Context: an optimization exercise on an open-source flow, tuned for small area. The choices shown serve that exercise and are no tape-out recipe.
The RTL was checked by simulation tests, not by an equivalence proof against the original design.
Power figures rest on the tool's default switching activity, not on a simulated workload.

Design dma_link_sequencer_tx, start of the top module:
module dma_link_sequencer_tx #(
  parameter int                DATA_W    = 64,
  parameter int                ADDR_W    = 32,
  parameter int                NUM_LINKS = 16,
  parameter logic [ADDR_W-1:0] REG_BASE  = 32'hFFFF_0000,
  parameter int                IDX_W     = (NUM_LINKS > 1) ? $clog2(NUM_LINKS) : 1
) (
  input  logic              clk,
  input  logic              rst,
  input  logic [ADDR_W-1:0] slave_addr_i,
  input  logic [DATA_W-1:0] slave_data_i,
  input  logic              wr_en_i,
  input  logic              rd_en_i,
  input  logic [ADDR_W-1:0] rd_addr_i,
  output logic [DATA_W-1:0] rd_data_o,
  output logic              rd_valid_o,
  output logic              desc_valid_o,
  input  logic              desc_ready_i,
  output logic [DATA_W-1:0] desc_data_o,
  output logic [DATA_W-1:0] desc_base_o,
  output logic [IDX_W-1:0]  desc_idx_o,
  input  logic              xfer_done_i,
  output logic              busy_o,
  output logic              done_o,
  output logic              aborted_o,
  output logic              irq_o
);
  localparam int                c_stride    = DATA_W / 8;
  localparam logic [ADDR_W-1:0] c_ctrl_addr = REG_BASE + ADDR_W'((NUM_LINKS + 1) * c_stride);
  localparam logic [ADDR_W-1:0] c_stat_addr = REG_BASE + ADDR_W'((NUM_LINKS + 2) * c_stride);
  localparam logic [7:0]        c_max_cnt   = 8'(NUM_LINKS);
  logic                st_issue_q, st_wait_q, st_fin_q;
  logic                aborted_q, abort_pend_q, irq_q;
  logic [DATA_W-1:0]   base_q;
  ...
Size in the first run: roughly 340 I/O pins, ~43,000 µm² of cells after synthesis.
export LEC_CHECK = 0
export CAP_MARGIN = 20
export CORE_MARGIN = 2
export CORE_UTILIZATION = 55
export SLEW_MARGIN = 20
create_clock -name core_clock -period 6.0 [get_ports {clk}]
standard.sh (not shown) runs the stock make flow with config.mk's settings and CLKGATE_MAP_FILE= SYNTH_SCRIPT=/design/flow/synth_recipe.tcl, a recipe that flattens the netlist after the stock synthesis.
==> flow/flow/run.sh <==
#!/bin/bash
# Layout flow: the standard ORFS flow (standard.sh), except that
#  * the RTL's dls_* helper modules (one-hot AND-OR selects) are replaced by
#    the equivalent cell-level versions in flow/gates.v before synthesis;
#    registers and all other logic are synthesized exactly as in the
#    standard flow;
#  * the port buffers are made of sky130_fd_sc_hd__buf_1;
#  * clock tree synthesis uses clkbuf_8 for larger sink clusters and
#    inserts no dummy loads.
set -euo pipefail
awk '/^[ \t]*module[ \t]+dls_/ {skip=1} !skip {print} skip && /^[ \t]*endmodule/ {skip=0}' \
  design.v > design_rtl_top.v
cat design_rtl_top.v flow/gates.v > design_gates.v
export BUFFER_PORTS_ARGS="-buffer_cell sky130_fd_sc_hd__buf_1"
export CTS_ARGS="-sink_clustering_enable -repair_clock_nets -dont_use_dummy_load -sink_clustering_size 16 -sink_clustering_max_diameter 60 -buf_list sky130_fd_sc_hd__clkbuf_8"
bash standard.sh VERILOG_FILES="$PWD/design_gates.v" finish > standard.log 2>&1
Other scripts of this flow, unchanged in this note and not shown: flow/flow/gates.v
Edit:
Settings changed: CORE_UTILIZATION 55 to 40.
Outcome: The new run produced a clean layout. Synthesized cell count is unchanged. Wire length is higher by 2.7%. Synthesized area does not change. Non-clock buffer count is unchanged. Clock power went up by 5.1%.

* * *

Setup of JK:
Starting RTL as in the previous note.
## dma_link_sequencer_tx
module dma_link_sequencer_tx #(
  parameter int                DATA_W    = 64,
  parameter int                ADDR_W    = 32,
  parameter int                NUM_LINKS = 16,
  parameter logic [ADDR_W-1:0] REG_BASE  = 32'hFFFF_0000,
  parameter int                IDX_W     = (NUM_LINKS > 1) ? $clog2(NUM_LINKS) : 1
) (
  input  logic              clk,
  input  logic              rst,
  input  logic [ADDR_W-1:0] slave_addr_i,
  input  logic [DATA_W-1:0] slave_data_i,
  input  logic              wr_en_i,
  input  logic              rd_en_i,
  input  logic [ADDR_W-1:0] rd_addr_i,
  output logic [DATA_W-1:0] rd_data_o,
  output logic              rd_valid_o,
  output logic              desc_valid_o,
  input  logic              desc_ready_i,
  output logic [DATA_W-1:0] desc_data_o,
  output logic [DATA_W-1:0] desc_base_o,
  output logic [IDX_W-1:0]  desc_idx_o,
  input  logic              xfer_done_i,
  output logic              busy_o,
  output logic              done_o,
  output logic              aborted_o,
  output logic              irq_o
);
export LEC_CHECK = 0
export CAP_MARGIN = 20
export CORE_MARGIN = 2
export CORE_UTILIZATION = 55
export CTS_BUF_LIST = sky130_fd_sc_hd__clkbuf_4 sky130_fd_sc_hd__clkbuf_8
export SLEW_MARGIN = 20
create_clock -name core_clock -period 6.0 [get_ports {clk}]
==> flow/flow/run.sh <==
#!/bin/bash
# Layout flow: the standard ORFS flow (standard.sh), except that
#  * the RTL's dls_* helper modules (one-hot AND-OR selects) are replaced by
#    the equivalent cell-level versions in flow/gates.v before synthesis;
#    registers and all other logic are synthesized exactly as in the
#    standard flow;
#  * the port buffers are made of sky130_fd_sc_hd__buf_1.
set -euo pipefail
awk '/^[ \t]*module[ \t]+dls_/ {skip=1} !skip {print} skip && /^[ \t]*endmodule/ {skip=0}' \
  design.v > design_rtl_top.v
cat design_rtl_top.v flow/gates.v > design_gates.v
export BUFFER_PORTS_ARGS="-buffer_cell sky130_fd_sc_hd__buf_1"
bash standard.sh VERILOG_FILES="$PWD/design_gates.v" finish > standard.log 2>&1
Other scripts of this flow, unchanged in this note and not shown: flow/flow/gates.v
JK finished all stages; the layout is clean.
--- input diff JK..MS ---
Settings: SLEW_MARGIN now 10, was 20; CTS_BUF_LIST no longer set, was sky130_fd_sc_hd__clkbuf_4 sky130_fd_sc_hd__clkbuf_8; CAP_MARGIN now 10, was 20; CORE_UTILIZATION now 40, was 55.
diff --git a/flow/flow/run.sh b/flow/flow/run.sh
--- a/flow/flow/run.sh
+++ b/flow/flow/run.sh
@@ -6,3 +6,5 @@
 #    standard flow;
-#  * the port buffers are made of sky130_fd_sc_hd__buf_1.
+#  * the port buffers are made of sky130_fd_sc_hd__buf_1;
+#  * clock tree synthesis uses clkbuf_8 for larger sink clusters and
+#    inserts no dummy loads.
 set -euo pipefail
@@ -12,2 +14,3 @@
 export BUFFER_PORTS_ARGS="-buffer_cell sky130_fd_sc_hd__buf_1"
+export CTS_ARGS="-sink_clustering_enable -repair_clock_nets -dont_use_dummy_load -sink_clustering_size 16 -sink_clustering_max_diameter 60 -buf_list sky130_fd_sc_hd__clkbuf_8"
 bash standard.sh VERILOG_FILES="$PWD/design_gates.v" finish > standard.log 2>&1
==> comparison <==
- Changes observed in MS relative to JK: die height saw an increase, signed area change from the synthesized netlist to the final layout saw a decrease, cell count of the worst reg-to-reg path saw a decrease, count of clock-buffer cells in the layout saw a decrease.
- Looking at die area, MS sits above JK.
- MS ended up with sky130_fd_sc_hd__and2_4 as its cell with the largest stage delay on the worst path; JK ended up with sky130_fd_sc_hd__and3_2.
- Diff MS and JK: data arrival time of the critical path higher in JK
- Final wirelength (lower): JK

[separate check: timing with driven ports]
No port has a modelled driver above. Below, the same layouts with a new extraction and two added sets of constraints. Step 1 (the two cells are an assumption about what drives the block):
set clk [get_ports {clk}]
set_driving_cell -lib_cell sky130_fd_sc_hd__clkbuf_16 $clk
set_driving_cell -lib_cell sky130_fd_sc_hd__buf_2 [delete_from_list [all_inputs] $clk]
Step 2 also shifts input and output timing later by t, the mid clock arrival at the registers, as if the neighbouring blocks saw the same clock. Three values: ideal ports, drivers, drivers and shift; two values: the first two.
run | t (ns) | setup slack, ns | clock arrival spread, ns
the first run of note 1 | 0.803 | 0.648 / 0.580 / 1.180 | 0.084 / 0.083
the second run of note 1 | 0.843 | 0.833 / 0.763 / 1.218 | 0.156 / 0.155
JK | 0.920 | 0.412 / 0.340 / 1.223 | 0.052 / 0.052
MS | 0.833 | 0.870 / 0.800 / 1.276 | 0.120 / 0.120
After both steps setup and hold are still met in every run listed.
